Background: an optimization exercise with open tools, aiming at small area. Do not read the settings as production practice. Only simulation tests tie the RTL to the original design; equivalence was not proved. Power is estimated from default activity; no workload was simulated.

==> design.v <==
package gp_regs_pkg;
  typedef logic [15:0] addr_t;
  localparam addr_t ADDR_ID         = 16'h0000;
  localparam addr_t ADDR_VERSION    = 16'h0004;
  localparam addr_t ADDR_TIC_CYCLES = 16'h0008;
  localparam addr_t ADDR_CONTROL    = 16'h000C;
  localparam addr_t ADDR_TIC_COUNT  = 16'h0010;
  localparam addr_t ADDR_STATUS     = 16'h0014;
  localparam addr_t WIN_BASE = 16'h0100;
  localparam logic [7:0] DUMP_SEQ   = 8'h00;
  localparam logic [7:0] I_E        = 8'h04;
  localparam logic [7:0] Q_E        = 8'h08;
  localparam logic [7:0] I_P        = 8'h0C;
  localparam logic [7:0] Q_P        = 8'h10;
  localparam logic [7:0] I_L        = 8'h14;
  localparam logic [7:0] Q_L        = 8'h18;
  localparam logic [7:0] DUMP_EPOCH = 8'h1C;
  localparam logic [7:0] MEAS_SEQ       = 8'h20;
  localparam logic [7:0] TIC_EPOCH      = 8'h24;
  localparam logic [7:0] TIC_CODE_PHASE = 8'h28;
  localparam logic [7:0] TIC_CODE_NCO   = 8'h2C;
  localparam logic [7:0] TIC_CARR_CYCLE = 8'h30;
  localparam logic [7:0] TIC_CARR_NCO   = 8'h34;
  localparam logic [31:0] ID_VALUE      = 32'h4750_3231;
  localparam logic [31:0] VERSION_VALUE = 32'h0001_0000;
  localparam logic [31:0] TIC_CYCLES_RESET = 32'd1_636_800;
  localparam logic        TIC_ENABLE_RESET = 1'b1;
  localparam int STAT_TIC  = 0;
  localparam int STAT_DUMP = 1;
  localparam logic [1:0] RESP_OKAY = 2'b00;
endpackage
package gp_meas_pkg;
  localparam int SEQ_W        = 32;
  localparam int EPOCH_W      = 16;
  localparam int CODE_PHASE_W = 11;
  localparam int CODE_NCO_W   = 10;
  localparam int CARR_CYCLE_W = 20;
  localparam int CARR_NCO_W   = 10;
  typedef logic [SEQ_W-1:0]   seq_t;
  typedef logic [EPOCH_W-1:0] epoch_t;
  typedef struct packed {
    epoch_t                  epoch;
    logic [CODE_PHASE_W-1:0] code_phase;    
    logic [CODE_NCO_W-1:0]   code_nco;
    logic [CARR_CYCLE_W-1:0] carr_cycle;
    logic [CARR_NCO_W-1:0]   carr_nco;
  } tic_meas_t;
  localparam int MIN_EVENT_GAP = 8;
endpackage
module gp_aoi222 (
  input  logic a0, b0, a1, b1, a2, b2,
  output logic y
);
  assign y = !((a0 && b0) || (a1 && b1) || (a2 && b2));
endmodule
module gp_rd_mux (
  input  logic [31:0] rdata_q,
  input  logic        hold,
  input  logic [17:0] d_ie,
  input  logic [17:0] d_qe,
  input  logic [17:0] d_ip,
  input  logic [17:0] d_qp,
  input  logic [17:0] d_il,
  input  logic [17:0] d_ql,
  input  logic [15:0] d_epoch,
  input  logic [15:0] m_epoch,
  input  logic [10:0] m_code_phase,
  input  logic [9:0]  m_code_nco,
  input  logic [19:0] m_carr_cycle,
  input  logic [9:0]  m_carr_nco,
  input  logic        stat_tic,
  input  logic        stat_dump,
  input  logic        en_host,
  input  logic [31:0] dump_seq,
  input  logic [31:0] meas_seq,
  input  logic [31:0] tic_cycles,
  input  logic [31:0] wdata_q,
  input  logic [3:0]  s_tcw,
  input  logic [3:0]  s_tcv,
  input  logic        s_id,
  input  logic        s_ver,
  input  logic        s_ctl,
  input  logic        s_st,
  input  logic        s_mseq,
  input  logic        s_dseq,
  input  logic        s_ie,
  input  logic        s_qe,
  input  logic        s_ip,
  input  logic        s_qp,
  input  logic        s_il,
  input  logic        s_ql,
  input  logic        s_dep,
  input  logic        s_mep,
  input  logic        s_mcp,
  input  logic        s_mcn,
  input  logic        s_mcc,
  input  logic        s_mca,
  output logic [31:0] rd_data
);
  logic sgn;
  logic [1:0] sgn_n;
  gp_aoi222 i_sgn0 (.a0(s_ie), .b0(d_ie[17]), .a1(s_qe), .b1(d_qe[17]), .a2(s_ip), .b2(d_ip[17]), .y(sgn_n[0]));
  gp_aoi222 i_sgn1 (.a0(s_qp), .b0(d_qp[17]), .a1(s_il), .b1(d_il[17]), .a2(s_ql), .b2(d_ql[17]), .y(sgn_n[1]));
  assign sgn = !(sgn_n[0] && sgn_n[1]);
  logic [6:0] t0;
  gp_aoi222 i_b0_0 (.a0(hold), .b0(rdata_q[0]), .a1(s_tcw[0]), .b1(wdata_q[0]), .a2(s_tcv[0]), .b2(tic_cycles[0]), .y(t0[0]));
  gp_aoi222 i_b0_1 (.a0(s_mseq), .b0(meas_seq[0]), .a1(s_dseq), .b1(dump_seq[0]), .a2(s_ctl), .b2(en_host), .y(t0[1]));
  gp_aoi222 i_b0_2 (.a0(s_st), .b0(stat_tic), .a1(s_ie), .b1(d_ie[0]), .a2(s_qe), .b2(d_qe[0]), .y(t0[2]));
  gp_aoi222 i_b0_3 (.a0(s_ip), .b0(d_ip[0]), .a1(s_qp), .b1(d_qp[0]), .a2(s_il), .b2(d_il[0]), .y(t0[3]));
  gp_aoi222 i_b0_4 (.a0(s_ql), .b0(d_ql[0]), .a1(s_dep), .b1(d_epoch[0]), .a2(s_mep), .b2(m_epoch[0]), .y(t0[4]));
  gp_aoi222 i_b0_5 (.a0(s_mcp), .b0(m_code_phase[0]), .a1(s_mcn), .b1(m_code_nco[0]), .a2(s_mcc), .b2(m_carr_cycle[0]), .y(t0[5]));
  assign t0[6] = !(s_mca && m_carr_nco[0]);
  assign rd_data[0] = !(&t0) || s_id;
  logic [5:0] t1;
  gp_aoi222 i_b1_0 (.a0(hold), .b0(rdata_q[1]), .a1(s_tcw[0]), .b1(wdata_q[1]), .a2(s_tcv[0]), .b2(tic_cycles[1]), .y(t1[0]));
  gp_aoi222 i_b1_1 (.a0(s_mseq), .b0(meas_seq[1]), .a1(s_dseq), .b1(dump_seq[1]), .a2(s_st), .b2(stat_dump), .y(t1[1]));
  gp_aoi222 i_b1_2 (.a0(s_ie), .b0(d_ie[1]), .a1(s_qe), .b1(d_qe[1]), .a2(s_ip), .b2(d_ip[1]), .y(t1[2]));
  gp_aoi222 i_b1_3 (.a0(s_qp), .b0(d_qp[1]), .a1(s_il), .b1(d_il[1]), .a2(s_ql), .b2(d_ql[1]), .y(t1[3]));
  gp_aoi222 i_b1_4 (.a0(s_dep), .b0(d_epoch[1]), .a1(s_mep), .b1(m_epoch[1]), .a2(s_mcp), .b2(m_code_phase[1]), .y(t1[4]));
  gp_aoi222 i_b1_5 (.a0(s_mcn), .b0(m_code_nco[1]), .a1(s_mcc), .b1(m_carr_cycle[1]), .a2(s_mca), .b2(m_carr_nco[1]), .y(t1[5]));
  assign rd_data[1] = !(&t1);
  logic [5:0] t2;
  gp_aoi222 i_b2_0 (.a0(hold), .b0(rdata_q[2]), .a1(s_tcw[0]), .b1(wdata_q[2]), .a2(s_tcv[0]), .b2(tic_cycles[2]), .y(t2[0]));
  gp_aoi222 i_b2_1 (.a0(s_mseq), .b0(meas_seq[2]), .a1(s_dseq), .b1(dump_seq[2]), .a2(s_ie), .b2(d_ie[2]), .y(t2[1]));
  gp_aoi222 i_b2_2 (.a0(s_qe), .b0(d_qe[2]), .a1(s_ip), .b1(d_ip[2]), .a2(s_qp), .b2(d_qp[2]), .y(t2[2]));
  gp_aoi222 i_b2_3 (.a0(s_il), .b0(d_il[2]), .a1(s_ql), .b1(d_ql[2]), .a2(s_dep), .b2(d_epoch[2]), .y(t2[3]));
  gp_aoi222 i_b2_4 (.a0(s_mep), .b0(m_epoch[2]), .a1(s_mcp), .b1(m_code_phase[2]), .a2(s_mcn), .b2(m_code_nco[2]), .y(t2[4]));
  assign t2[5] = !(s_mcc && m_carr_cycle[2]) && !(s_mca && m_carr_nco[2]);
  assign rd_data[2] = !(&t2);
  logic [5:0] t3;
  gp_aoi222 i_b3_0 (.a0(hold), .b0(rdata_q[3]), .a1(s_tcw[0]), .b1(wdata_q[3]), .a2(s_tcv[0]), .b2(tic_cycles[3]), .y(t3[0]));
  gp_aoi222 i_b3_1 (.a0(s_mseq), .b0(meas_seq[3]), .a1(s_dseq), .b1(dump_seq[3]), .a2(s_ie), .b2(d_ie[3]), .y(t3[1]));
  gp_aoi222 i_b3_2 (.a0(s_qe), .b0(d_qe[3]), .a1(s_ip), .b1(d_ip[3]), .a2(s_qp), .b2(d_qp[3]), .y(t3[2]));
  gp_aoi222 i_b3_3 (.a0(s_il), .b0(d_il[3]), .a1(s_ql), .b1(d_ql[3]), .a2(s_dep), .b2(d_epoch[3]), .y(t3[3]));
  gp_aoi222 i_b3_4 (.a0(s_mep), .b0(m_epoch[3]), .a1(s_mcp), .b1(m_code_phase[3]), .a2(s_mcn), .b2(m_code_nco[3]), .y(t3[4]));
  assign t3[5] = !(s_mcc && m_carr_cycle[3]) && !(s_mca && m_carr_nco[3]);
  assign rd_data[3] = !(&t3);
  logic [5:0] t4;
  gp_aoi222 i_b4_0 (.a0(hold), .b0(rdata_q[4]), .a1(s_tcw[0]), .b1(wdata_q[4]), .a2(s_tcv[0]), .b2(tic_cycles[4]), .y(t4[0]));
  gp_aoi222 i_b4_1 (.a0(s_mseq), .b0(meas_seq[4]), .a1(s_dseq), .b1(dump_seq[4]), .a2(s_ie), .b2(d_ie[4]), .y(t4[1]));
  gp_aoi222 i_b4_2 (.a0(s_qe), .b0(d_qe[4]), .a1(s_ip), .b1(d_ip[4]), .a2(s_qp), .b2(d_qp[4]), .y(t4[2]));
  gp_aoi222 i_b4_3 (.a0(s_il), .b0(d_il[4]), .a1(s_ql), .b1(d_ql[4]), .a2(s_dep), .b2(d_epoch[4]), .y(t4[3]));
  gp_aoi222 i_b4_4 (.a0(s_mep), .b0(m_epoch[4]), .a1(s_mcp), .b1(m_code_phase[4]), .a2(s_mcn), .b2(m_code_nco[4]), .y(t4[4]));
  assign t4[5] = !(s_mcc && m_carr_cycle[4]) && !(s_mca && m_carr_nco[4]);
  assign rd_data[4] = !(&t4) || s_id;
  logic [5:0] t5;
  gp_aoi222 i_b5_0 (.a0(hold), .b0(rdata_q[5]), .a1(s_tcw[0]), .b1(wdata_q[5]), .a2(s_tcv[0]), .b2(tic_cycles[5]), .y(t5[0]));
  gp_aoi222 i_b5_1 (.a0(s_mseq), .b0(meas_seq[5]), .a1(s_dseq), .b1(dump_seq[5]), .a2(s_ie), .b2(d_ie[5]), .y(t5[1]));
  gp_aoi222 i_b5_2 (.a0(s_qe), .b0(d_qe[5]), .a1(s_ip), .b1(d_ip[5]), .a2(s_qp), .b2(d_qp[5]), .y(t5[2]));
  gp_aoi222 i_b5_3 (.a0(s_il), .b0(d_il[5]), .a1(s_ql), .b1(d_ql[5]), .a2(s_dep), .b2(d_epoch[5]), .y(t5[3]));
  gp_aoi222 i_b5_4 (.a0(s_mep), .b0(m_epoch[5]), .a1(s_mcp), .b1(m_code_phase[5]), .a2(s_mcn), .b2(m_code_nco[5]), .y(t5[4]));
  assign t5[5] = !(s_mcc && m_carr_cycle[5]) && !(s_mca && m_carr_nco[5]);
  assign rd_data[5] = !(&t5) || s_id;
  logic [5:0] t6;
  gp_aoi222 i_b6_0 (.a0(hold), .b0(rdata_q[6]), .a1(s_tcw[0]), .b1(wdata_q[6]), .a2(s_tcv[0]), .b2(tic_cycles[6]), .y(t6[0]));
  gp_aoi222 i_b6_1 (.a0(s_mseq), .b0(meas_seq[6]), .a1(s_dseq), .b1(dump_seq[6]), .a2(s_ie), .b2(d_ie[6]), .y(t6[1]));
  gp_aoi222 i_b6_2 (.a0(s_qe), .b0(d_qe[6]), .a1(s_ip), .b1(d_ip[6]), .a2(s_qp), .b2(d_qp[6]), .y(t6[2]));
  gp_aoi222 i_b6_3 (.a0(s_il), .b0(d_il[6]), .a1(s_ql), .b1(d_ql[6]), .a2(s_dep), .b2(d_epoch[6]), .y(t6[3]));
  gp_aoi222 i_b6_4 (.a0(s_mep), .b0(m_epoch[6]), .a1(s_mcp), .b1(m_code_phase[6]), .a2(s_mcn), .b2(m_code_nco[6]), .y(t6[4]));
  assign t6[5] = !(s_mcc && m_carr_cycle[6]) && !(s_mca && m_carr_nco[6]);
  assign rd_data[6] = !(&t6);
  logic [5:0] t7;
  gp_aoi222 i_b7_0 (.a0(hold), .b0(rdata_q[7]), .a1(s_tcw[0]), .b1(wdata_q[7]), .a2(s_tcv[0]), .b2(tic_cycles[7]), .y(t7[0]));
  gp_aoi222 i_b7_1 (.a0(s_mseq), .b0(meas_seq[7]), .a1(s_dseq), .b1(dump_seq[7]), .a2(s_ie), .b2(d_ie[7]), .y(t7[1]));
  gp_aoi222 i_b7_2 (.a0(s_qe), .b0(d_qe[7]), .a1(s_ip), .b1(d_ip[7]), .a2(s_qp), .b2(d_qp[7]), .y(t7[2]));
  gp_aoi222 i_b7_3 (.a0(s_il), .b0(d_il[7]), .a1(s_ql), .b1(d_ql[7]), .a2(s_dep), .b2(d_epoch[7]), .y(t7[3]));
  gp_aoi222 i_b7_4 (.a0(s_mep), .b0(m_epoch[7]), .a1(s_mcp), .b1(m_code_phase[7]), .a2(s_mcn), .b2(m_code_nco[7]), .y(t7[4]));
  assign t7[5] = !(s_mcc && m_carr_cycle[7]) && !(s_mca && m_carr_nco[7]);
  assign rd_data[7] = !(&t7);
  logic [5:0] t8;
  gp_aoi222 i_b8_0 (.a0(hold), .b0(rdata_q[8]), .a1(s_tcw[1]), .b1(wdata_q[8]), .a2(s_tcv[1]), .b2(tic_cycles[8]), .y(t8[0]));
  gp_aoi222 i_b8_1 (.a0(s_mseq), .b0(meas_seq[8]), .a1(s_dseq), .b1(dump_seq[8]), .a2(s_ie), .b2(d_ie[8]), .y(t8[1]));
  gp_aoi222 i_b8_2 (.a0(s_qe), .b0(d_qe[8]), .a1(s_ip), .b1(d_ip[8]), .a2(s_qp), .b2(d_qp[8]), .y(t8[2]));
  gp_aoi222 i_b8_3 (.a0(s_il), .b0(d_il[8]), .a1(s_ql), .b1(d_ql[8]), .a2(s_dep), .b2(d_epoch[8]), .y(t8[3]));
  gp_aoi222 i_b8_4 (.a0(s_mep), .b0(m_epoch[8]), .a1(s_mcp), .b1(m_code_phase[8]), .a2(s_mcn), .b2(m_code_nco[8]), .y(t8[4]));
  assign t8[5] = !(s_mcc && m_carr_cycle[8]) && !(s_mca && m_carr_nco[8]);
  assign rd_data[8] = !(&t8);
  logic [5:0] t9;
  gp_aoi222 i_b9_0 (.a0(hold), .b0(rdata_q[9]), .a1(s_tcw[1]), .b1(wdata_q[9]), .a2(s_tcv[1]), .b2(tic_cycles[9]), .y(t9[0]));
  gp_aoi222 i_b9_1 (.a0(s_mseq), .b0(meas_seq[9]), .a1(s_dseq), .b1(dump_seq[9]), .a2(s_ie), .b2(d_ie[9]), .y(t9[1]));
  gp_aoi222 i_b9_2 (.a0(s_qe), .b0(d_qe[9]), .a1(s_ip), .b1(d_ip[9]), .a2(s_qp), .b2(d_qp[9]), .y(t9[2]));
  gp_aoi222 i_b9_3 (.a0(s_il), .b0(d_il[9]), .a1(s_ql), .b1(d_ql[9]), .a2(s_dep), .b2(d_epoch[9]), .y(t9[3]));
  gp_aoi222 i_b9_4 (.a0(s_mep), .b0(m_epoch[9]), .a1(s_mcp), .b1(m_code_phase[9]), .a2(s_mcn), .b2(m_code_nco[9]), .y(t9[4]));
  assign t9[5] = !(s_mcc && m_carr_cycle[9]) && !(s_mca && m_carr_nco[9]);
  assign rd_data[9] = !(&t9) || s_id;
  logic [4:0] t10;
  gp_aoi222 i_b10_0 (.a0(hold), .b0(rdata_q[10]), .a1(s_tcw[1]), .b1(wdata_q[10]), .a2(s_tcv[1]), .b2(tic_cycles[10]), .y(t10[0]));
  gp_aoi222 i_b10_1 (.a0(s_mseq), .b0(meas_seq[10]), .a1(s_dseq), .b1(dump_seq[10]), .a2(s_ie), .b2(d_ie[10]), .y(t10[1]));
  gp_aoi222 i_b10_2 (.a0(s_qe), .b0(d_qe[10]), .a1(s_ip), .b1(d_ip[10]), .a2(s_qp), .b2(d_qp[10]), .y(t10[2]));
  gp_aoi222 i_b10_3 (.a0(s_il), .b0(d_il[10]), .a1(s_ql), .b1(d_ql[10]), .a2(s_dep), .b2(d_epoch[10]), .y(t10[3]));
  gp_aoi222 i_b10_4 (.a0(s_mep), .b0(m_epoch[10]), .a1(s_mcp), .b1(m_code_phase[10]), .a2(s_mcc), .b2(m_carr_cycle[10]), .y(t10[4]));
  assign rd_data[10] = !(&t10);
  logic [4:0] t11;
  gp_aoi222 i_b11_0 (.a0(hold), .b0(rdata_q[11]), .a1(s_tcw[1]), .b1(wdata_q[11]), .a2(s_tcv[1]), .b2(tic_cycles[11]), .y(t11[0]));
  gp_aoi222 i_b11_1 (.a0(s_mseq), .b0(meas_seq[11]), .a1(s_dseq), .b1(dump_seq[11]), .a2(s_ie), .b2(d_ie[11]), .y(t11[1]));
  gp_aoi222 i_b11_2 (.a0(s_qe), .b0(d_qe[11]), .a1(s_ip), .b1(d_ip[11]), .a2(s_qp), .b2(d_qp[11]), .y(t11[2]));
  gp_aoi222 i_b11_3 (.a0(s_il), .b0(d_il[11]), .a1(s_ql), .b1(d_ql[11]), .a2(s_dep), .b2(d_epoch[11]), .y(t11[3]));
  assign t11[4] = !(s_mep && m_epoch[11]) && !(s_mcc && m_carr_cycle[11]);
  assign rd_data[11] = !(&t11);
  logic [4:0] t12;
  gp_aoi222 i_b12_0 (.a0(hold), .b0(rdata_q[12]), .a1(s_tcw[1]), .b1(wdata_q[12]), .a2(s_tcv[1]), .b2(tic_cycles[12]), .y(t12[0]));
  gp_aoi222 i_b12_1 (.a0(s_mseq), .b0(meas_seq[12]), .a1(s_dseq), .b1(dump_seq[12]), .a2(s_ie), .b2(d_ie[12]), .y(t12[1]));
  gp_aoi222 i_b12_2 (.a0(s_qe), .b0(d_qe[12]), .a1(s_ip), .b1(d_ip[12]), .a2(s_qp), .b2(d_qp[12]), .y(t12[2]));
  gp_aoi222 i_b12_3 (.a0(s_il), .b0(d_il[12]), .a1(s_ql), .b1(d_ql[12]), .a2(s_dep), .b2(d_epoch[12]), .y(t12[3]));
  assign t12[4] = !(s_mep && m_epoch[12]) && !(s_mcc && m_carr_cycle[12]);
  assign rd_data[12] = !(&t12) || s_id;
  logic [4:0] t13;
  gp_aoi222 i_b13_0 (.a0(hold), .b0(rdata_q[13]), .a1(s_tcw[1]), .b1(wdata_q[13]), .a2(s_tcv[1]), .b2(tic_cycles[13]), .y(t13[0]));
  gp_aoi222 i_b13_1 (.a0(s_mseq), .b0(meas_seq[13]), .a1(s_dseq), .b1(dump_seq[13]), .a2(s_ie), .b2(d_ie[13]), .y(t13[1]));
  gp_aoi222 i_b13_2 (.a0(s_qe), .b0(d_qe[13]), .a1(s_ip), .b1(d_ip[13]), .a2(s_qp), .b2(d_qp[13]), .y(t13[2]));
  gp_aoi222 i_b13_3 (.a0(s_il), .b0(d_il[13]), .a1(s_ql), .b1(d_ql[13]), .a2(s_dep), .b2(d_epoch[13]), .y(t13[3]));
  assign t13[4] = !(s_mep && m_epoch[13]) && !(s_mcc && m_carr_cycle[13]);
  assign rd_data[13] = !(&t13) || s_id;
  logic [4:0] t14;
  gp_aoi222 i_b14_0 (.a0(hold), .b0(rdata_q[14]), .a1(s_tcw[1]), .b1(wdata_q[14]), .a2(s_tcv[1]), .b2(tic_cycles[14]), .y(t14[0]));
  gp_aoi222 i_b14_1 (.a0(s_mseq), .b0(meas_seq[14]), .a1(s_dseq), .b1(dump_seq[14]), .a2(s_ie), .b2(d_ie[14]), .y(t14[1]));
  gp_aoi222 i_b14_2 (.a0(s_qe), .b0(d_qe[14]), .a1(s_ip), .b1(d_ip[14]), .a2(s_qp), .b2(d_qp[14]), .y(t14[2]));
  gp_aoi222 i_b14_3 (.a0(s_il), .b0(d_il[14]), .a1(s_ql), .b1(d_ql[14]), .a2(s_dep), .b2(d_epoch[14]), .y(t14[3]));
  assign t14[4] = !(s_mep && m_epoch[14]) && !(s_mcc && m_carr_cycle[14]);
  assign rd_data[14] = !(&t14);
  logic [4:0] t15;
  gp_aoi222 i_b15_0 (.a0(hold), .b0(rdata_q[15]), .a1(s_tcw[1]), .b1(wdata_q[15]), .a2(s_tcv[1]), .b2(tic_cycles[15]), .y(t15[0]));
  gp_aoi222 i_b15_1 (.a0(s_mseq), .b0(meas_seq[15]), .a1(s_dseq), .b1(dump_seq[15]), .a2(s_ie), .b2(d_ie[15]), .y(t15[1]));
  gp_aoi222 i_b15_2 (.a0(s_qe), .b0(d_qe[15]), .a1(s_ip), .b1(d_ip[15]), .a2(s_qp), .b2(d_qp[15]), .y(t15[2]));
  gp_aoi222 i_b15_3 (.a0(s_il), .b0(d_il[15]), .a1(s_ql), .b1(d_ql[15]), .a2(s_dep), .b2(d_epoch[15]), .y(t15[3]));
  assign t15[4] = !(s_mep && m_epoch[15]) && !(s_mcc && m_carr_cycle[15]);
  assign rd_data[15] = !(&t15);
  logic [3:0] t16;
  gp_aoi222 i_b16_0 (.a0(hold), .b0(rdata_q[16]), .a1(s_tcw[2]), .b1(wdata_q[16]), .a2(s_tcv[2]), .b2(tic_cycles[16]), .y(t16[0]));
  gp_aoi222 i_b16_1 (.a0(s_mseq), .b0(meas_seq[16]), .a1(s_dseq), .b1(dump_seq[16]), .a2(s_ie), .b2(d_ie[16]), .y(t16[1]));
  gp_aoi222 i_b16_2 (.a0(s_qe), .b0(d_qe[16]), .a1(s_ip), .b1(d_ip[16]), .a2(s_qp), .b2(d_qp[16]), .y(t16[2]));
  gp_aoi222 i_b16_3 (.a0(s_il), .b0(d_il[16]), .a1(s_ql), .b1(d_ql[16]), .a2(s_mcc), .b2(m_carr_cycle[16]), .y(t16[3]));
  assign rd_data[16] = !(&t16) || s_ver;
  logic [1:0] t17;
  gp_aoi222 i_b17_0 (.a0(hold), .b0(rdata_q[17]), .a1(s_tcw[2]), .b1(wdata_q[17]), .a2(s_tcv[2]), .b2(tic_cycles[17]), .y(t17[0]));
  gp_aoi222 i_b17_1 (.a0(s_mseq), .b0(meas_seq[17]), .a1(s_dseq), .b1(dump_seq[17]), .a2(s_mcc), .b2(m_carr_cycle[17]), .y(t17[1]));
  assign rd_data[17] = !(&t17) || sgn;
  logic [1:0] t18;
  gp_aoi222 i_b18_0 (.a0(hold), .b0(rdata_q[18]), .a1(s_tcw[2]), .b1(wdata_q[18]), .a2(s_tcv[2]), .b2(tic_cycles[18]), .y(t18[0]));
  gp_aoi222 i_b18_1 (.a0(s_mseq), .b0(meas_seq[18]), .a1(s_dseq), .b1(dump_seq[18]), .a2(s_mcc), .b2(m_carr_cycle[18]), .y(t18[1]));
  assign rd_data[18] = !(&t18) || sgn;
  logic [1:0] t19;
  gp_aoi222 i_b19_0 (.a0(hold), .b0(rdata_q[19]), .a1(s_tcw[2]), .b1(wdata_q[19]), .a2(s_tcv[2]), .b2(tic_cycles[19]), .y(t19[0]));
  gp_aoi222 i_b19_1 (.a0(s_mseq), .b0(meas_seq[19]), .a1(s_dseq), .b1(dump_seq[19]), .a2(s_mcc), .b2(m_carr_cycle[19]), .y(t19[1]));
  assign rd_data[19] = !(&t19) || sgn;
  logic [1:0] t20;
  gp_aoi222 i_b20_0 (.a0(hold), .b0(rdata_q[20]), .a1(s_tcw[2]), .b1(wdata_q[20]), .a2(s_tcv[2]), .b2(tic_cycles[20]), .y(t20[0]));
  assign t20[1] = !(s_mseq && meas_seq[20]) && !(s_dseq && dump_seq[20]);
  assign rd_data[20] = !(&t20) || s_id || sgn;
  logic [1:0] t21;
  gp_aoi222 i_b21_0 (.a0(hold), .b0(rdata_q[21]), .a1(s_tcw[2]), .b1(wdata_q[21]), .a2(s_tcv[2]), .b2(tic_cycles[21]), .y(t21[0]));
  assign t21[1] = !(s_mseq && meas_seq[21]) && !(s_dseq && dump_seq[21]);
  assign rd_data[21] = !(&t21) || sgn;
  logic [1:0] t22;
  gp_aoi222 i_b22_0 (.a0(hold), .b0(rdata_q[22]), .a1(s_tcw[2]), .b1(wdata_q[22]), .a2(s_tcv[2]), .b2(tic_cycles[22]), .y(t22[0]));
  assign t22[1] = !(s_mseq && meas_seq[22]) && !(s_dseq && dump_seq[22]);
  assign rd_data[22] = !(&t22) || s_id || sgn;
  logic [1:0] t23;
  gp_aoi222 i_b23_0 (.a0(hold), .b0(rdata_q[23]), .a1(s_tcw[2]), .b1(wdata_q[23]), .a2(s_tcv[2]), .b2(tic_cycles[23]), .y(t23[0]));
  assign t23[1] = !(s_mseq && meas_seq[23]) && !(s_dseq && dump_seq[23]);
  assign rd_data[23] = !(&t23) || sgn;
  logic [1:0] t24;
  gp_aoi222 i_b24_0 (.a0(hold), .b0(rdata_q[24]), .a1(s_tcw[3]), .b1(wdata_q[24]), .a2(s_tcv[3]), .b2(tic_cycles[24]), .y(t24[0]));
  assign t24[1] = !(s_mseq && meas_seq[24]) && !(s_dseq && dump_seq[24]);
  assign rd_data[24] = !(&t24) || s_id || sgn;
  logic [1:0] t25;
  gp_aoi222 i_b25_0 (.a0(hold), .b0(rdata_q[25]), .a1(s_tcw[3]), .b1(wdata_q[25]), .a2(s_tcv[3]), .b2(tic_cycles[25]), .y(t25[0]));
  assign t25[1] = !(s_mseq && meas_seq[25]) && !(s_dseq && dump_seq[25]);
  assign rd_data[25] = !(&t25) || s_id || sgn;
  logic [1:0] t26;
  gp_aoi222 i_b26_0 (.a0(hold), .b0(rdata_q[26]), .a1(s_tcw[3]), .b1(wdata_q[26]), .a2(s_tcv[3]), .b2(tic_cycles[26]), .y(t26[0]));
  assign t26[1] = !(s_mseq && meas_seq[26]) && !(s_dseq && dump_seq[26]);
  assign rd_data[26] = !(&t26) || s_id || sgn;
  logic [1:0] t27;
  gp_aoi222 i_b27_0 (.a0(hold), .b0(rdata_q[27]), .a1(s_tcw[3]), .b1(wdata_q[27]), .a2(s_tcv[3]), .b2(tic_cycles[27]), .y(t27[0]));
  assign t27[1] = !(s_mseq && meas_seq[27]) && !(s_dseq && dump_seq[27]);
  assign rd_data[27] = !(&t27) || sgn;
  logic [1:0] t28;
  gp_aoi222 i_b28_0 (.a0(hold), .b0(rdata_q[28]), .a1(s_tcw[3]), .b1(wdata_q[28]), .a2(s_tcv[3]), .b2(tic_cycles[28]), .y(t28[0]));
  assign t28[1] = !(s_mseq && meas_seq[28]) && !(s_dseq && dump_seq[28]);
  assign rd_data[28] = !(&t28) || sgn;
  logic [1:0] t29;
  gp_aoi222 i_b29_0 (.a0(hold), .b0(rdata_q[29]), .a1(s_tcw[3]), .b1(wdata_q[29]), .a2(s_tcv[3]), .b2(tic_cycles[29]), .y(t29[0]));
  assign t29[1] = !(s_mseq && meas_seq[29]) && !(s_dseq && dump_seq[29]);
  assign rd_data[29] = !(&t29) || sgn;
  logic [1:0] t30;
  gp_aoi222 i_b30_0 (.a0(hold), .b0(rdata_q[30]), .a1(s_tcw[3]), .b1(wdata_q[30]), .a2(s_tcv[3]), .b2(tic_cycles[30]), .y(t30[0]));
  assign t30[1] = !(s_mseq && meas_seq[30]) && !(s_dseq && dump_seq[30]);
  assign rd_data[30] = !(&t30) || s_id || sgn;
  logic [1:0] t31;
  gp_aoi222 i_b31_0 (.a0(hold), .b0(rdata_q[31]), .a1(s_tcw[3]), .b1(wdata_q[31]), .a2(s_tcv[3]), .b2(tic_cycles[31]), .y(t31[0]));
  assign t31[1] = !(s_mseq && meas_seq[31]) && !(s_dseq && dump_seq[31]);
  assign rd_data[31] = !(&t31) || sgn;
endmodule
module gp_baseband_regs #(
  parameter int ACC_W = 18
) (
  input  logic                                 axi_clk,
  input  logic                                 axi_rstn,
  input  logic [31:0]                          s_axi_awaddr,
  input  logic                                 s_axi_awvalid,
  output logic                                 s_axi_awready,
  input  logic [31:0]                          s_axi_wdata,
  input  logic [3:0]                           s_axi_wstrb,
  input  logic                                 s_axi_wvalid,
  output logic                                 s_axi_wready,
  output logic [1:0]                           s_axi_bresp,
  output logic                                 s_axi_bvalid,
  input  logic                                 s_axi_bready,
  input  logic [31:0]                          s_axi_araddr,
  input  logic                                 s_axi_arvalid,
  output logic                                 s_axi_arready,
  output logic [31:0]                          s_axi_rdata,
  output logic [1:0]                           s_axi_rresp,
  output logic                                 s_axi_rvalid,
  input  logic                                 s_axi_rready,
  input  logic                                 dump_pulse,
  input  logic signed [ACC_W-1:0]              i_early,
  input  logic signed [ACC_W-1:0]              q_early,
  input  logic signed [ACC_W-1:0]              i_prompt,
  input  logic signed [ACC_W-1:0]              q_prompt,
  input  logic signed [ACC_W-1:0]              i_late,
  input  logic signed [ACC_W-1:0]              q_late,
  input  gp_meas_pkg::epoch_t                  epoch_dump,
  input  gp_meas_pkg::epoch_t                  tic_epoch,
  input  logic [gp_meas_pkg::CODE_PHASE_W-1:0] tic_code_phase,
  input  logic [gp_meas_pkg::CODE_NCO_W-1:0]   tic_code_nco,
  input  logic [gp_meas_pkg::CARR_CYCLE_W-1:0] tic_carr_cycle,
  input  logic [gp_meas_pkg::CARR_NCO_W-1:0]   tic_carr_nco,
  output logic                                 tic_pulse
);
  logic        have_aw;
  logic        have_w;
  logic [1:0]  wsel;       
  logic [31:0] wdata_q;
  logic [3:0]  wstrb_q;
  logic        pend1;      
  logic        pend2;      
  logic        aw_hs;
  logic        w_hs;
  logic        commit;
  assign s_axi_awready = !have_aw && !s_axi_bvalid;
  assign s_axi_wready  = !have_w && !s_axi_bvalid;
  assign s_axi_bresp   = gp_regs_pkg::RESP_OKAY;
  assign aw_hs  = s_axi_awvalid && s_axi_awready;
  assign w_hs   = s_axi_wvalid && s_axi_wready;
  assign commit = have_aw && (have_w || s_axi_wvalid) && !s_axi_bvalid;
  always_ff @(posedge axi_clk) begin
    if (aw_hs) begin
      case (s_axi_awaddr[15:0])
        gp_regs_pkg::ADDR_TIC_CYCLES: wsel <= 2'd1;
        gp_regs_pkg::ADDR_CONTROL:    wsel <= 2'd2;
        gp_regs_pkg::ADDR_STATUS:     wsel <= 2'd3;
        default:                      wsel <= 2'd0;
      endcase
    end
    if (w_hs) begin
      wdata_q <= s_axi_wdata;
      wstrb_q <= s_axi_wstrb;
    end
  end
  always_ff @(posedge axi_clk) begin
    if (!axi_rstn) begin
      have_aw      <= 1'b0;
      have_w       <= 1'b0;
      s_axi_bvalid <= 1'b0;
      pend1        <= 1'b0;
      pend2        <= 1'b0;
    end else begin
      have_aw      <= !commit && (have_aw || aw_hs);
      have_w       <= !commit && (have_w || w_hs);
      s_axi_bvalid <= commit || (s_axi_bvalid && !s_axi_bready);
      pend1        <= commit;
      pend2        <= pend1;
    end
  end
  logic [31:0] tic_cycles;
  logic        tic_enable;
  logic        pend_cyc;
  logic        pend_ctl;
  logic        en_host;
  assign pend_cyc = (pend1 || pend2) && wsel == 2'd1;
  assign pend_ctl = (pend1 || pend2) && wsel == 2'd2 && wstrb_q[0];
  always_ff @(posedge axi_clk) begin
    if (!axi_rstn) begin
      tic_cycles <= gp_regs_pkg::TIC_CYCLES_RESET;
      tic_enable <= gp_regs_pkg::TIC_ENABLE_RESET;
    end else if (pend2) begin
      for (int b = 0; b < 4; b++) begin
        if (wsel == 2'd1 && wstrb_q[b]) tic_cycles[8*b +: 8] <= wdata_q[8*b +: 8];
      end
      if (wsel == 2'd2 && wstrb_q[0]) tic_enable <= wdata_q[0];
    end
  end
  assign en_host = pend_ctl ? wdata_q[0] : tic_enable;
  function automatic logic [31:0] carries(input logic [31:0] q, input logic c0);
    logic [3:0] seg;
    seg[0] = c0;
    seg[1] = c0 && (&q[7:0]);
    seg[2] = c0 && (&q[7:0]) && (&q[15:8]);
    seg[3] = c0 && (&q[7:0]) && (&q[15:8]) && (&q[23:16]);
    for (int k = 0; k < 4; k++) begin
      carries[8*k] = seg[k];
      for (int i = 1; i < 8; i++) carries[8*k+i] = carries[8*k+i-1] && q[8*k+i-1];
    end
  endfunction
  logic [31:0] cnt1;
  logic [31:0] cnt1_cy;
  logic        hit;
  logic        run;
  assign cnt1_cy = carries(cnt1, 1'b1);
  assign hit     = cnt1 == tic_cycles;
  assign run     = axi_rstn && tic_enable && !hit;
  always_ff @(posedge axi_clk) begin
    cnt1      <= {{31{run}} & (cnt1[31:1] ^ cnt1_cy[31:1]), !run || !cnt1[0]};
    tic_pulse <= axi_rstn && tic_enable && hit;
  end
  logic [ACC_W-1:0]  d_ie, d_qe, d_ip, d_qp, d_il, d_ql;
  logic [15:0]       d_epoch;
  logic [15:0]       m_epoch;
  logic [10:0]       m_code_phase;
  logic [9:0]        m_code_nco;
  logic [19:0]       m_carr_cycle;
  logic [9:0]        m_carr_nco;
  logic              dump_vld;
  logic              meas_vld;
  logic [31:0]       dump_seq;
  logic [31:0]       meas_seq;
  logic              stat_tic;
  logic              stat_dump;
  logic              clr_tic;
  logic              clr_dump;
  always_ff @(posedge axi_clk) begin
    if (dump_pulse) begin
      d_ie    <= i_early;
      d_qe    <= q_early;
      d_ip    <= i_prompt;
      d_qp    <= q_prompt;
      d_il    <= i_late;
      d_ql    <= q_late;
      d_epoch <= epoch_dump;
    end
    if (tic_pulse) begin
      m_epoch      <= tic_epoch;
      m_code_phase <= tic_code_phase;
      m_code_nco   <= tic_code_nco;
      m_carr_cycle <= tic_carr_cycle;
      m_carr_nco   <= tic_carr_nco;
    end
  end
  logic [31:0]       dump_cy;
  logic [31:0]       meas_cy;
  assign dump_cy = carries(dump_seq, dump_pulse);
  assign meas_cy = carries(meas_seq, tic_pulse);
  assign clr_tic  = pend1 && wsel == 2'd3 && wstrb_q[0] && wdata_q[gp_regs_pkg::STAT_TIC];
  assign clr_dump = pend1 && wsel == 2'd3 && wstrb_q[0] && wdata_q[gp_regs_pkg::STAT_DUMP];
  always_ff @(posedge axi_clk) begin
    if (!axi_rstn) begin
      dump_vld  <= 1'b0;
      meas_vld  <= 1'b0;
      dump_seq  <= '0;
      meas_seq  <= '0;
      stat_tic  <= 1'b0;
      stat_dump <= 1'b0;
    end else begin
      dump_vld  <= dump_vld || dump_pulse;
      meas_vld  <= meas_vld || tic_pulse;
      dump_seq  <= dump_seq ^ dump_cy;
      meas_seq  <= meas_seq ^ meas_cy;
      stat_tic  <= tic_pulse || (stat_tic && !clr_tic);
      stat_dump <= dump_pulse || (stat_dump && !clr_dump);
    end
  end
  logic [15:0] ra;
  logic        ra_ok;
  logic        rg;
  logic        rw;
  logic [31:0] rd_data;
  assign s_axi_arready = !s_axi_rvalid;
  assign s_axi_rresp   = gp_regs_pkg::RESP_OKAY;
  assign ra    = s_axi_araddr[15:0];
  assign ra_ok = ra[15:9] == 7'd0 && ra[7:6] == 2'd0 && ra[1:0] == 2'd0;
  assign rg    = ra_ok && !ra[8] && !ra[5] && !s_axi_rvalid;
  assign rw    = ra_ok && ra[8] && !s_axi_rvalid;
  logic        s_id, s_ver, s_tc, s_ctl, s_st, s_mseq, s_dseq;
  logic        s_ie, s_qe, s_ip, s_qp, s_il, s_ql, s_dep;
  logic        s_mep, s_mcp, s_mcn, s_mcc, s_mca;
  logic [3:0]  s_tcw;
  logic [3:0]  s_tcv;
  assign s_id   = rg && ra[4:2] == 3'd0;
  assign s_ver  = rg && ra[4:2] == 3'd1;
  assign s_tc   = rg && ra[4:2] == 3'd2;
  assign s_ctl  = rg && ra[4:2] == 3'd3;
  assign s_st   = rg && ra[4:2] == 3'd5;
  assign s_mseq = (rg && ra[4:2] == 3'd4) || (rw && ra[5:2] == 4'd8);
  assign s_dseq = rw && ra[5:2] == 4'd0;
  assign s_ie   = rw && dump_vld && ra[5:2] == 4'd1;
  assign s_qe   = rw && dump_vld && ra[5:2] == 4'd2;
  assign s_ip   = rw && dump_vld && ra[5:2] == 4'd3;
  assign s_qp   = rw && dump_vld && ra[5:2] == 4'd4;
  assign s_il   = rw && dump_vld && ra[5:2] == 4'd5;
  assign s_ql   = rw && dump_vld && ra[5:2] == 4'd6;
  assign s_dep  = rw && dump_vld && ra[5:2] == 4'd7;
  assign s_mep  = rw && meas_vld && ra[5:2] == 4'd9;
  assign s_mcp  = rw && meas_vld && ra[5:2] == 4'd10;
  assign s_mcn  = rw && meas_vld && ra[5:2] == 4'd11;
  assign s_mcc  = rw && meas_vld && ra[5:2] == 4'd12;
  assign s_mca  = rw && meas_vld && ra[5:2] == 4'd13;
  always_comb begin
    for (int b = 0; b < 4; b++) begin
      s_tcw[b] = s_tc && pend_cyc && wstrb_q[b];
      s_tcv[b] = s_tc && !(pend_cyc && wstrb_q[b]);
    end
  end
  gp_rd_mux i_rd_mux (
    .rdata_q      (s_axi_rdata),
    .hold         (s_axi_rvalid),
    .d_ie         (d_ie),
    .d_qe         (d_qe),
    .d_ip         (d_ip),
    .d_qp         (d_qp),
    .d_il         (d_il),
    .d_ql         (d_ql),
    .d_epoch      (d_epoch),
    .m_epoch      (m_epoch),
    .m_code_phase (m_code_phase),
    .m_code_nco   (m_code_nco),
    .m_carr_cycle (m_carr_cycle),
    .m_carr_nco   (m_carr_nco),
    .stat_tic     (stat_tic),
    .stat_dump    (stat_dump),
    .en_host      (en_host),
    .dump_seq     (dump_seq),
    .meas_seq     (meas_seq),
    .tic_cycles   (tic_cycles),
    .wdata_q      (wdata_q),
    .s_tcw        (s_tcw),
    .s_tcv        (s_tcv),
    .s_id         (s_id),
    .s_ver        (s_ver),
    .s_ctl        (s_ctl),
    .s_st         (s_st),
    .s_mseq       (s_mseq),
    .s_dseq       (s_dseq),
    .s_ie         (s_ie),
    .s_qe         (s_qe),
    .s_ip         (s_ip),
    .s_qp         (s_qp),
    .s_il         (s_il),
    .s_ql         (s_ql),
    .s_dep        (s_dep),
    .s_mep        (s_mep),
    .s_mcp        (s_mcp),
    .s_mcn        (s_mcn),
    .s_mcc        (s_mcc),
    .s_mca        (s_mca),
    .rd_data      (rd_data)
  );
  always_ff @(posedge axi_clk) begin
    s_axi_rdata <= rd_data;
  end
  always_ff @(posedge axi_clk) begin
    if (!axi_rstn) begin
      s_axi_rvalid <= 1'b0;
    end else begin
      s_axi_rvalid <= (s_axi_arvalid && !s_axi_rvalid) || (s_axi_rvalid && !s_axi_rready);
    end
  end
endmodule
==> flow/run.sh <==
#!/bin/bash
# Standard ORFS layout with two changes: the ports are buffered with the smallest buffer, and
# the clock tree groups about 8 flip-flops on each leaf buffer and adds no dummy loads.
set -euo pipefail
bash standard.sh synth > synth.log 2>&1
bash standard.sh "BUFFER_PORTS_ARGS=-buffer_cell sky130_fd_sc_hd__buf_1" \
  "CTS_ARGS=-sink_clustering_enable -repair_clock_nets -dont_use_dummy_load -buf_list sky130_fd_sc_hd__clkbuf_4 -root_buf sky130_fd_sc_hd__clkbuf_8 -sink_clustering_size 8 -sink_clustering_max_diameter 50" \
  finish > layout.log 2>&1
==> standard.sh <==
#!/bin/bash
# synth_recipe.tcl (not shown) runs the flow's synth.tcl, then flattens the netlist and writes it again
# the make line also repeats each setting of config.mk as NAME=value (left out here)
make -C /OpenROAD-flow-scripts/flow DESIGN_CONFIG=/design/flow/config.mk WORK_HOME=/design/flow/orfs CLKGATE_MAP_FILE= SYNTH_SCRIPT=/design/flow/synth_recipe.tcl "${@:-finish}"
==> config.mk <==
export PLATFORM = sky130hd
export DESIGN_NAME = gp_baseband_regs
export DESIGN_NICKNAME = gp_baseband_regs
export VERILOG_FILES = /design/flow/design.v
export SDC_FILE = /design/flow/constraint.sdc
export NUM_CORES = 4
export LEC_CHECK = 0
export CAP_MARGIN = 20
export CORE_MARGIN = 2
export CORE_UTILIZATION = 40
export SLEW_MARGIN = 20
export SYNTH_HIERARCHICAL = 1
==> constraint.sdc <==
create_clock -name core_clock -period 6.0 [get_ports {axi_clk}]
set_input_delay 1.2000 -clock core_clock [delete_from_list [all_inputs] [get_ports {axi_clk}]]
set_output_delay 1.2000 -clock core_clock [all_outputs]
set_load 0.01 [all_outputs]
==> notes.md, run 1 <==
- Result of the run: finished clean
- ANT nets after route: 0
- Setup TNS: 0 ps
- Crit start category: primary input
- Total routing resource utilization after global routing: 21.5%
- Number of synthesized flops with an enable pin: between 200 and 250
- Total setup buffers inserted after CTS: 0
- Total core area: 38500 sq um
- TritonCTS clock tree: yes
- Effective utilization at floorplan: around 40%
- Number of buffers added to fix hold violations after cts: 0
- DR top layer: met5
- Pre-antenna DRT Iters: 6
- HPWL reported at the end of detailed placement: 32500 um
- Number of max-cap violations: 0
- Actual slew at the worst max-slew pin: 1120 ps
- Post-layout total power: 4.61 mW
- Maximum number of pins on one net before global-route repair: roughly 80
- Top FF cell, synth: sky130_fd_sc_hd__edfxtp_1
- Data arrival time of the worst path: 3890 ps
- Via count of the first global-routing pass: 10800
- Required time at the worst-slack endpoint: 6500 ps
- Routed wire length: 44100 um
- Count of mapped cells out of synthesis: between 1000 and 1500
- DIE AREA: 40400 sq um
- Minimum clock period after layout: 3390 ps
- Highest attainable clock frequency: 295 MHz
- Final weighted congestion of routability-driven global placement: between 0.8 and 0.9
- Critical-path top delay cell: sky130_fd_sc_hd__nor3_2
- Critical path class: primary input to register
- Footprint of the multi-input gates: between 5000 and 6000 sq um
- Via-to-Cell Ratio: 5.51
- Hold Violations, Final: 0
- Number of nets in the finished design: around 1900
- Register-to-Register Path Depth: 9
- Share of post-route cells with drive strength above 1: 7.47%
- Inserted Clock Buffers: 60
- Maximum fanout along the worst path: 11
- Worst-case headroom to the max-slew limit: 24.3%
- Commonest cells in the netlist: 229 x sky130_fd_sc_hd__edfxtp_1, 172 x sky130_fd_sc_hd__dfxtp_1, 128 x sky130_fd_sc_hd__nand2_1
- Fill cell instance count of the final layout: 3573
- Final Skew: roughly 110 ps
- Number of cell rows: 72
- Most area-hungry cell type in the Yosys netlist: sky130_fd_sc_hd__edfxtp_1
- Worst stage delay on the critical path: 700 ps
- Startpoint of the worst-slack reg-to-reg timing path: s_axi_rvalid$_SDFF_PN0_
- Clk latency of the worst-skew pair: around 660 ps
- Cell variety after synth: 53
- Setup repair after global routing missed its margin: no
- Launching element of the worst setup path: s_axi_araddr[15]
- Fraction of registers with async set/reset: 0%
- Detail-routed net length per standard cell: 22.1 um
- Number of buffers between clock root and the deepest sink: 3
- Tcrit/Tclk final: around 56%
- Proportion of netlist area held by the largest area contributor: approximately 44%
- Post-cts resize count: 0
- Met2 wire len: 20600 um
- Post-synthesis area per instance: 13.8 sq um
- # setup viols final: 0
- Static leakage power: 6.55 nW
- Iteration-0 DRC Markers: about 1200
- Maximum VDD drop: ~0.18 mV
- Tightest Hold Check Type: register to register
- IO Pins: 341
- Reg clk slew, reported paths: approximately 90 ps
- Met1 routed wirelength after detailed routing: 17600 um
- Global-route wire length before repair: 64900 um
- Ratio of total power to cell area: 258 nW/um^2
- Capturing element type of the critical path: register
- Capture point of the worst path: s_axi_rdata[6]$_DFF_P_
- Root cell of the clock tree: sky130_fd_sc_hd__clkbuf_8
- End of the worst register-to-register path: s_axi_rdata[6]$_DFF_P_
- Cell with the most instances after synthesis: sky130_fd_sc_hd__edfxtp_1
- Yosys synthesis warning count: 7
- Worst R2R Setup Slack: 2650 ps
- Synth Cell Area: 15500 sq um
- Number of antenna violations at the first check in global routing: 9
- H-tree Lvls: 2
- Global route overflow: 0
- Via count: approximately 11000
- CP Cell Sequence: buf_1, nor4_4, nand4_1, or2_1, nor3_2, buf_4, a222oi_1, nand3_1, or3_1
- Number of flip-flops and latches in the synthesized netlist: 401
- Top area cells in the synthesized netlist: sky130_fd_sc_hd__edfxtp_1 44%, sky130_fd_sc_hd__dfxtp_1 22%, sky130_fd_sc_hd__ha_1 6.7%, sky130_fd_sc_hd__a222oi_1 6.5%, sky130_fd_sc_hd__nand2_1 3.1%
- WL met3: 4110 um
- Die height: 201 um
- Storage cell area: 10300 sq um
- Clock sink count: 401
- Seq/Total Area, Yosys: 66.5%
- Syn-to-layout area delta: 15.0%
- Number of remaining DRC errors: 0
- IO buf count: about 300
- Slew Limit Fails: 0
- Horizontal die dimension: about 200 um
## layout make-up
| type | count | share of cell area, % |
|---|---|---|
| clock buffer | 60 | 2.70 |
| sequential | 401 | 57.8 |
| inverter | 5 | 0.105 |
| antenna | 5 | 0.0701 |
| tap | 518 | 3.63 |
| timing repair buffer | 322 | 7.18 |
| multi-input combinational | 684 | 28.5 |
## cells in the final DEF (no fill, tap or decap), types with 3 or more instances in the layout
master                     synthesis  layout
sky130_fd_sc_hd__buf_1             1     302
sky130_fd_sc_hd__edfxtp_1        229     229
sky130_fd_sc_hd__dfxtp_1         172     171
sky130_fd_sc_hd__nand2_1         128     128
sky130_fd_sc_hd__a222oi_1        101     101
sky130_fd_sc_hd__ha_1             83      83
sky130_fd_sc_hd__and2_1           75      74
sky130_fd_sc_hd__clkbuf_4          0      56
sky130_fd_sc_hd__a21oi_1          36      36
sky130_fd_sc_hd__xnor2_1          36      36
sky130_fd_sc_hd__nand4_1          35      35
sky130_fd_sc_hd__nand3_1          33      33
sky130_fd_sc_hd__a21boi_0         22      22
sky130_fd_sc_hd__buf_4             4      18
sky130_fd_sc_hd__nor2_1           16      14
sky130_fd_sc_hd__a22oi_1          11      11
sky130_fd_sc_hd__xor2_1            9       9
sky130_fd_sc_hd__nor3_1           14       8
sky130_fd_sc_hd__and3_1            8       8
sky130_fd_sc_hd__or3_1             7       7
sky130_fd_sc_hd__nor3_2            0       6
sky130_fd_sc_hd__nor2b_1           6       6
sky130_fd_sc_hd__diode_2           0       5
sky130_fd_sc_hd__inv_1             5       5
sky130_fd_sc_hd__nor4_4            3       5
sky130_fd_sc_hd__nor4_1            7       5
sky130_fd_sc_hd__nand4b_1          5       5
sky130_fd_sc_hd__and4_1            5       5
sky130_fd_sc_hd__clkbuf_8          0       5
sky130_fd_sc_hd__a211oi_1          4       4
sky130_fd_sc_hd__conb_1            1       4
sky130_fd_sc_hd__nand2b_1          3       3
sky130_fd_sc_hd__a22o_2            3       3
sky130_fd_sc_hd__a221o_2           3       3
## metrics by stage
| stage | hold WS (ps) | instances | setup slack [ps] | cell area [sq um] | util [%] |
|---|---|---|---|---|---|
| 2_1_floorplan | 428 | 1128 | 1800 | 15500 | - |
| 3_3_place_gp | 437 | 1930 | 1990 | 17400 | 45.1 |
| 3_5_place_dp | 445 | 1930 | 2000 | 17400 | 45.1 |
| 4_1_cts | 455 | 1990 | 2590 | 17800 | 46.4 |
| 5_1_grt | 476 | 1992 | 2520 | 17800 | 46.4 |
| 6_report | 462 | 1995 | 2610 | 17900 | 46.4 |
## worst min-delay path by stage
stage	startpoint	endpoint	slack [ps]	cells past startpoint
4_1_cts	m_carr_nco[0]$_DFFE_PP_	s_axi_rdata[0]$_DFF_P_	460	1
3_3_place_gp	dump_vld$_SDFF_PN0_	dump_vld$_SDFF_PN0_	440	1
3_5_place_dp	dump_vld$_SDFF_PN0_	dump_vld$_SDFF_PN0_	450	1
6_report	m_carr_nco[0]$_DFFE_PP_	s_axi_rdata[0]$_DFF_P_	460	1
2_1_floorplan	dump_vld$_SDFF_PN0_	dump_vld$_SDFF_PN0_	430	1
5_1_grt	dump_vld$_SDFF_PN0_	dump_vld$_SDFF_PN0_	480	1
## registers in the layout, indices dropped and copies added, names as in the netlist, 11 cells and up
name and cells:
cnt1 32, d_epoch 16, d_ie 18, d_il 18, d_ip 18, d_qe 18, d_ql 18, d_qp 18
dump_seq 32, m_carr_cycle 20, m_code_phase 11, m_epoch 16, meas_seq 32, s_axi_rdata 32, tic_cycles 32, wdata_q 32
## logic make-up after synthesis
logic type / synth area share (%)
simple gates: 12.4
compound gates: 10.4
flops: 66.5
fa+ha+maj: 6.69
mux: 0.137
buf+inv: 1.29
other cells: 0.0242
xor+xnor: 2.54
## power by group
group | total [mW] | switching (mW) | internal [mW]
sequential | 3.06 | 0.0494 | 3.01
combinational | 0.165 | 0.104 | 0.0615
clock | 1.38 | 0.884 | 0.498
total | 4.61 | 1.04 | 3.57
## worst max-delay path: cells and delay by family
family          cells  cell delay, ps
compound gates      1             140
buf+inv             2             460
simple gates        6            2070
## modules after synthesis (local to each module, per instance)
| module | flip-flops and latches | cells | area, sq um | copies in the design |
|---|---|---|---|---|
| gp_aoi222 | 0 | 1 | 10.0 | 101 |
| gp_baseband_regs | 401 | 931 | 13900 | 1 |
| gp_rd_mux | 0 | 93 | 579 | 1 |
## per-layer routing
metal  GRT usage, %  up-vias
met5              0        -
met3           5.94       97
met4           9.50       10
met1           27.3     5288
met2           34.5      506
li1               -     5093
==> run 2, diff against run 1 <==
--- a/design.v
+++ b/design.v
@@ -410,5 +410,5 @@
   logic        run;
   assign cnt1_cy = carries(cnt1, 1'b1);
-  assign hit     = cnt1 == tic_cycles;
+  assign hit     = cnt1 == tic_cycles || tic_cycles[31:1] == 31'd0;
   assign run     = axi_rstn && tic_enable && !hit;
   always_ff @(posedge axi_clk) begin
==> flow/run.sh (replaced) <==
#!/bin/bash
# Standard ORFS layout with two changes: the ports are buffered with the smallest buffer, and
# the clock tree groups about 9 flip-flops on each leaf buffer and adds no dummy loads.
set -euo pipefail
bash standard.sh synth > synth.log 2>&1
bash standard.sh "BUFFER_PORTS_ARGS=-buffer_cell sky130_fd_sc_hd__buf_1" \
  "CTS_ARGS=-sink_clustering_enable -repair_clock_nets -dont_use_dummy_load -buf_list sky130_fd_sc_hd__clkbuf_4 -root_buf sky130_fd_sc_hd__clkbuf_8 -sink_clustering_size 9 -sink_clustering_max_diameter 50" \
  finish > layout.log 2>&1
--- a/config.mk
+++ b/config.mk
@@ -8,5 +8,5 @@
 export CAP_MARGIN = 20
 export CORE_MARGIN = 2
-export CORE_UTILIZATION = 40
+export CORE_UTILIZATION = 60
 export SLEW_MARGIN = 20
 export SYNTH_HIERARCHICAL = 1
==> notes.md, run 2 <==
- HPWL reported at the end of detailed placement: 29200 um (-10%)
- Setup repair after global routing missed its margin: no
- Top area cells in the synthesized netlist: sky130_fd_sc_hd__edfxtp_1 44%, sky130_fd_sc_hd__dfxtp_1 22%, sky130_fd_sc_hd__ha_1 6.7%, sky130_fd_sc_hd__a222oi_1 6.5%, sky130_fd_sc_hd__and2_1 3.1%
- Routed wire length: 39900 um (-9.6%)
- Via count of the first global-routing pass: 10600 (-1.8%)
- Slew Limit Fails: 0 (unchanged)
- ANT nets after route: 0 (unchanged)
- Number of cell rows: 58 (-19%)
- IO Pins: 341 (unchanged)
- Fraction of registers with async set/reset: 0% (unchanged)
- Post-synthesis area per instance: 13.9 sq um (+0.65%)
- Share of post-route cells with drive strength above 1: 6.69% (-0.78 points)
- Seq/Total Area, Yosys: 66.7% (+0.22 points)
- Commonest non-fill, non-tap cell in the layout: sky130_fd_sc_hd__buf_1
- Critical path class: primary input to register
- Clk latency of the worst-skew pair: 570 ps (-90 ps)
- Synth Cell Area: 15500 sq um (-0.33%)
- Worst stage delay on the critical path: 540 ps (-160 ps)
- Iteration-0 DRC Markers: 1360 (+17%)
- Relative contribution of sequential cells to total power: 68.5% (+2.1 points)
- CP Cell Sequence: buf_1, nor4_2, nand4_1, or3_1, or2_1, nor2_1, buf_4, a222oi_1, and3b_1, nand3_1
- Final Skew: 45.5 ps (-63.9 ps)
- Data arrival time of the worst path: 4160 ps (+270 ps)
- Worst R2R Setup Slack: 2540 ps (-110 ps)
- Yosys synthesis warning count: 7 (unchanged)
- Static leakage power: 6.59 nW (+0.54%)
- Register-to-Register Path Depth: 9 (unchanged)
- Die height: 165 um (-18%)
- Number of max-cap violations: 0 (unchanged)
- Maximum number of pins on one net before global-route repair: 89 (+13%)
- Internal power: 3.49 mW (-2.1%)
- Ratio of total power to cell area: 255 nW/um^2 (-1.1%)
- Capture endpoint of the worst hold path: cnt1[0]$_DFF_P_
- Commonest cells in the netlist: 229 x sky130_fd_sc_hd__edfxtp_1, 172 x sky130_fd_sc_hd__dfxtp_1, 103 x sky130_fd_sc_hd__nand2_1
- Minimum clock period after layout: 3690 ps (+300 ps)
- Syn-to-layout area delta: 12.8%
- DIE AREA: 27100 sq um (-33%)
- Total core area: 25300 sq um (-34%)
- Power share of the combinational group: 3.5% (about the same)
- Hold wc startpoint: cnt1[0]$_DFF_P_
- Number of cells in the design after placement: 1730 (-10%)
- Result of the run: finished clean
- Fill cell instance count of the final layout: 1894 (-47%)
- # setup viols final: 0 (unchanged)
- Maximum fanout along the worst path: 12 (+1)
- Total routing resource utilization after global routing: 29.4% (+7.8 points)
- Storage cell area: 10300 sq um (unchanged)
- Reg clk slew, reported paths: 90 ps (about the same)
- Number of cells traversed by the worst hold path: 1 (unchanged)
- Setup TNS: 0 ps (unchanged)
- Clock sink count: 401 (unchanged)
- Post-cts resize count: 0 (unchanged)
- Startpoint of the worst-slack reg-to-reg timing path: s_axi_rvalid$_SDFF_PN0_
- Footprint of the multi-input gates: 5020 sq um (-1.4%)
- Final Instance Count excl. Fillers: 1785 (-11%)
- Critical-path top delay cell: sky130_fd_sc_hd__nor4_2
- Hold Violations, Final: 0 (unchanged)
- Global-route wire length before repair: 58900 um (-9.3%)
- Final weighted congestion of routability-driven global placement: 0.837 (+0.22%)
- Number of buffers added to fix hold violations after cts: 0 (unchanged)
- Net switching power: 0.959 mW (-7.6%)
- Cell with the most instances after synthesis: sky130_fd_sc_hd__edfxtp_1
- Launching element of the worst setup path: s_axi_araddr[15]
- End of the worst register-to-register path: s_axi_rdata[30]$_DFF_P_
- Via count: 10700 (-2.3%)
- Post-route worst hold slack: 444 ps (-17.3 ps)
- H-tree Lvls: 2 (unchanged)
- Switching part of the total power: 21.5% (-0.99 points)
- IO buf count: 304 (unchanged)
- Maximum VDD drop: 0.172 mV (-3.9%)
- Via-to-Cell Ratio: 6.02 (+9.2%)
- Required time at the worst-slack endpoint: 6470 ps (-30 ps)
- Pre-antenna DRT Iters: 7 (+1)
- Leading cell types in the layout, fill and taps excluded: 302 x sky130_fd_sc_hd__buf_1, 229 x sky130_fd_sc_hd__edfxtp_1, 171 x sky130_fd_sc_hd__dfxtp_1, 103 x sky130_fd_sc_hd__nand2_1, 101 x sky130_fd_sc_hd__a222oi_1
- Number of buffers between clock root and the deepest sink: 3 (unchanged)
- Global route overflow: 0 (unchanged)
- Cell variety after synth: 48 (-9.4%)
- Actual slew at the worst max-slew pin: 1080 ps (-41.9 ps)
- Share of total power in the clock network: 27.9% (-2.1 points)
- Root cell of the clock tree: sky130_fd_sc_hd__clkbuf_8
- Most area-hungry cell type in the Yosys netlist: sky130_fd_sc_hd__edfxtp_1
- Number of nets in the finished design: 1834 (-1.2%)
- Total setup buffers inserted after CTS: 0 (unchanged)
- Highest attainable clock frequency: 271 MHz (-8.1%)
- Inserted Clock Buffers: 50 (-17%)
- Capturing element type of the critical path: register
- TritonCTS clock tree: yes
- Worst-case headroom to the max-slew limit: 27.5% (+3.2 points)
- Final core utilization: 69.1% (+23 points)
- Top FF cell, synth: sky130_fd_sc_hd__edfxtp_1
- Count of mapped cells out of synthesis: 1114 (-0.98%)
- Tcrit/Tclk final: 61.5% (+5.0 points)
- Proportion of netlist area held by the largest area contributor: 44.4% (+0.15 points)
- Number of antenna violations at the first check in global routing: 7 (-2)
- Number of flip-flops and latches in the synthesized netlist: 401 (unchanged)
- Effective utilization at floorplan: 61.3% (+21 points)
- Detail-routed net length per standard cell: 22.4 um (+1.1%)
- Number of remaining DRC errors: 0 (unchanged)
- Crit start category: primary input
- Tightest Hold Check Type: register to register
- Number of synthesized flops with an enable pin: 229 (unchanged)
- Horizontal die dimension: 165 um (-18%)
==> run 2: changes by cell type after synthesis, moves of 22 or more <==
cell                       delta
sky130_fd_sc_hd__a21oi_1     -29
sky130_fd_sc_hd__and3_1      +26
sky130_fd_sc_hd__nand2_1     -25
sky130_fd_sc_hd__a21boi_0    -22
sky130_fd_sc_hd__a21boi_1    +22
==> run 2: layout make-up <==
type                            count  share of cell area [%]
Sequential cell                   401                    59.2
Clock buffer                       50                    2.33
Tap cell                          330                    2.37
Antenna cell                        5                  0.0717
Multi-Input combinational cell    674                    28.8
Inverter                            7                   0.151
Timing Repair Buffer              318                    7.17
==> run 2: how the worst max path moves through the flow <==
| stage | endpoint | slack, ps | cells past startpoint |
|---|---|---|---|
| 6_report | s_axi_rdata[30]$_DFF_P_ | 2310 | 10 |
| 5_1_grt | dump_seq[31]$_SDFF_PN0_ | 2160 | 15 |
| 4_1_cts | s_axi_rdata[26]$_DFF_P_ | 2370 | 10 |
| 3_5_place_dp | s_axi_rdata[21]$_DFF_P_ | 1800 | 10 |
| 3_3_place_gp | s_axi_rdata[26]$_DFF_P_ | 1820 | 8 |
| 2_1_floorplan | meas_seq[30]$_SDFF_PN0_ | 2030 | 13 |
==> run 2: modules after synthesis, one instance, submodules excluded <==
module | cells | cell area (sq um) | flops+latches | times used
gp_rd_mux | 93 | 579 | 0 | 1
gp_aoi222 | 1 | 10.0 | 0 | 101
gp_baseband_regs | 920 | 13900 | 401 | 1
==> run 2: power by group through the flow <==
stage	Combinational (mW)	Clock, mW	Sequential [mW]
after floorplan	0.0494	0	3.10
after global placement	0.153	0	3.11
after detailed placement	0.157	0	3.11
after CTS	0.158	1.27	3.05
after global routing	0.175	1.37	3.06
final	0.157	1.24	3.05
==> run 2: cell families after synthesis <==
kind of cell	synth area share (%)
AOI/OAI and AO/OA	9.48
xor gates and xnor gates	2.55
adders and majority gates	6.71
buffers and inverters	1.22
DFF	66.7
muxes	0.0728
other	0.0242
and+or+nand+nor	13.3
==> run 2: layer usage <==
layer	GRT usage, %	wire (um)	vias up	part of all wire, %
li1	-	-	5047	-
met1	37.3	15600	5093	39
met2	49.6	19700	511	49
met3	7.26	3390	81	8.5
met4	9.88	1150	6	2.9
met5	0	39	-	0.098
==> run 2: critical path: cells and delay by family <==
kind | cells | cell delay [ps]
AND/OR/NAND/NOR | 7 | 2380
buffers and inverters | 2 | 410
AO/OA/AOI/OAI | 1 | 140
==> run 2: through the flow <==
step / instance area [sq um] / total power, mW / worst slack [ps]
after global placement: 17000 / 3.26 / 1820
after CTS: 17400 / 4.48 / 2370
after detailed placement: 17000 / 3.27 / 1800
final: 17500 / 4.45 / 2310
after global routing: 17400 / 4.61 / 2160
after floorplan: 15500 / 3.15 / 2030

separate check: timing with driven ports:
The flow's constraints put no driver on any port. The routed layouts listed below were extracted and timed again, unchanged, in two steps. Step 1 (the two cells are an assumption about what drives the block):
set clk [get_ports {axi_clk}]
set_driving_cell -lib_cell sky130_fd_sc_hd__clkbuf_16 $clk
set_driving_cell -lib_cell sky130_fd_sc_hd__buf_2 [delete_from_list [all_inputs] $clk]
Step 2 moves the port delays by t, midway between the first and last clock arrival at a register: inputs arrive t later, outputs are due t later. That takes back most of the time a late clock gives input paths. a / b / c = ideal / step 1 / step 2; a / b = the first two.
| run | shift t [ns] | setup WS [ns] | worst data-port slew with drivers (ns) |
|---|---|---|---|
| run 1 | 0.656 | 2.612 / 2.631 / 1.981 | 0.09 |
| run 2 | 0.596 | 2.311 / 2.341 / 1.745 | 0.09 |
After both steps every run listed still meets setup and hold. For run 1, which loses most, drivers alone change the setup slack by +0.019 ns; drivers and shift together by -0.631 ns.
